This is an optimization exercise on Yosys and OpenROAD, whose aim is small area, a short achievable clock period and few clock cycles per item, not a production implementation. No activity file was given, so power comes from the tool's default toggle rates.

== v6 ==
Design nonpreemptive_priority_scheduler_unit, start of the top module:
module nonpreemptive_priority_scheduler_unit (
  input  logic              clk,
  input  logic              rst,
  input  logic              jobs_valid,
  output logic              jobs_ready,
  input  logic              jobs_op,
  input  logic [IdW-1:0]    jobs_job_id,
  input  logic [BurstW-1:0] jobs_burst_ms,
  input  logic [PrioW-1:0]  jobs_prio_level,
  output logic              results_valid,
  input  logic              results_ready,
  output logic [KindW-1:0]  results_kind,
  output logic [IdW-1:0]    results_out_id,
  output logic [BurstW-1:0] results_out_burst,
  output logic [PrioW-1:0]  results_out_prio,
  output logic [TimeW-1:0]  results_turnaround,
  output logic [TimeW-1:0]  results_waiting,
  output logic [SumW-1:0]   results_sum_turnaround,
  output logic [SumW-1:0]   results_sum_waiting,
  output logic [DoneW-1:0]  results_jobs_done,
  output logic              results_last
);
Size: ~3500 cells after synthesis, roughly 1200 flip-flops, roughly 180 I/O pins.
clock: 5.0 ns
lec_check: 0
cap_margin: 20
core_margin: 2
core_utilization: 40
place_density: 0.6
setup_slack_margin: 2.3
slew_margin: 20
standard.sh (not shown) runs the stock make flow with config.mk's settings and CLKGATE_MAP_FILE= SYNTH_SCRIPT=/design/flow/synth_recipe.tcl, a recipe that flattens the netlist after the stock synthesis.
==> flow/flow/run.sh <==
#!/bin/bash
# The standard layout (standard.sh), with two changes passed to ORFS through its
# own variables: the port buffers use a plain buffer cell, and clock tree
# synthesis inserts no dummy loads. Everything else is the standard flow.
set -euo pipefail
export BUFFER_PORTS_ARGS="-buffer_cell sky130_fd_sc_hd__buf_4"
export CTS_ARGS="-sink_clustering_enable -repair_clock_nets -dont_use_dummy_load -buf_list sky130_fd_sc_hd__clkbuf_16 -sink_clustering_size 30 -sink_clustering_max_diameter 60"
bash standard.sh > standard_flow.log 2>&1
What v7 does differently from v6 at the input level:
--- a/flow/design.v
+++ b/flow/design.v
@@ -98,41 +98,43 @@
   endfunction
   function automatic logic [15:0] lowest16(input logic [15:0] v);
     logic [15:0] below;
     below[0] = 1'b0;
     for (int i = 1; i < 16; i++) below[i] = below[i-1] | v[i-1];
     lowest16 = v & ~below;
   endfunction
-  function automatic logic [19:0] add20(input logic [19:0] a, input logic [19:0] b);
-    logic [19:0] p, g, pp, gg;
+  function automatic logic [12:0] add12c(input logic [11:0] a, input logic [11:0] b,
+                                         input logic ci);
+    logic [11:0] p, g, pp, gg;
     p  = a ^ b;
     g  = a & b;
+    g[0] = g[0] | (p[0] & ci);
     pp = p;
     gg = g;
-    for (int d = 1; d < 20; d = d * 2) begin
-      for (int i = 19; i >= d; i--) begin
+    for (int d = 1; d < 12; d = d * 2) begin
+      for (int i = 11; i >= d; i--) begin
         gg[i] = gg[i] | (pp[i] & gg[i-d]);
         pp[i] = pp[i] & pp[i-d];
       end
     end
-    add20 = p ^ {gg[18:0], 1'b0};
+    add12c = {gg[11], p ^ {gg[10:0], ci}};
+  endfunction
+  function automatic logic [19:0] add20(input logic [19:0] a, input logic [19:0] b);
+    logic [12:0] lo, h0, h1;
+    lo = add12c({2'b00, a[9:0]}, {2'b00, b[9:0]}, 1'b0);
+    h0 = add12c({2'b00, a[19:10]}, {2'b00, b[19:10]}, 1'b0);
+    h1 = add12c({2'b00, a[19:10]}, {2'b00, b[19:10]}, 1'b1);
+    add20 = {(lo[10] ? h1[9:0] : h0[9:0]), lo[9:0]};
   endfunction
   function automatic logic [23:0] add24(input logic [23:0] a, input logic [23:0] b);
-    logic [23:0] p, g, pp, gg;
-    p  = a ^ b;
-    g  = a & b;
-    pp = p;
-    gg = g;
-    for (int d = 1; d < 24; d = d * 2) begin
-      for (int i = 23; i >= d; i--) begin
-        gg[i] = gg[i] | (pp[i] & gg[i-d]);
-        pp[i] = pp[i] & pp[i-d];
-      end
-    end
-    add24 = p ^ {gg[22:0], 1'b0};
+    logic [12:0] lo, h0, h1;
+    lo = add12c(a[11:0], b[11:0], 1'b0);
+    h0 = add12c(a[23:12], b[23:12], 1'b0);
+    h1 = add12c(a[23:12], b[23:12], 1'b1);
+    add24 = {(lo[12] ? h1[11:0] : h0[11:0]), lo[11:0]};
   endfunction
   logic            ready_q;      
   logic            ready_s_q;    
   logic            in_ready;
   logic            i_v;
   logic            i_op;
   logic [PrioW-1:0] i_prio;
Results
From v6 to v7 the numbers moved as follows: fraction of cell area in non-clock buffers up 1.5 points; power down about 0.34%; power share of the combinational group down 0.8 points. Between v7 and v6, the sequential cell area does not differ in any meaningful way. Routed wire length: v7 vs v6 up about 4%.
No functional check of the RTL was part of any run of this note.

## separate check: timing with driven ports
In the flow no input, the clock included, has a driving cell. The finished layouts below were timed again as built, in two steps. Step 1 assumes that a clkbuf_16 drives the clock port and a buf_2 every other input. Step 2 also shifts input and output timing later by t, the mid clock arrival at the registers, as if the neighbouring blocks saw the same clock. Three values: ideal ports, drivers, drivers and shift; two values: the first two.
run | t, ns | setup slack, ns | worst setup path at the end | cell pins on the clock port's net
v6 | 0.752 | 1.829 / 1.829 / 1.201 | input to register | 1
v7 | 0.734 | 1.925 / 1.925 / 1.551 | input to register | 1
After both steps setup and hold are still met in every run listed. The setup slack of v6, which loses most, moves by 0.000 ns with the drivers and by -0.628 ns with both steps.
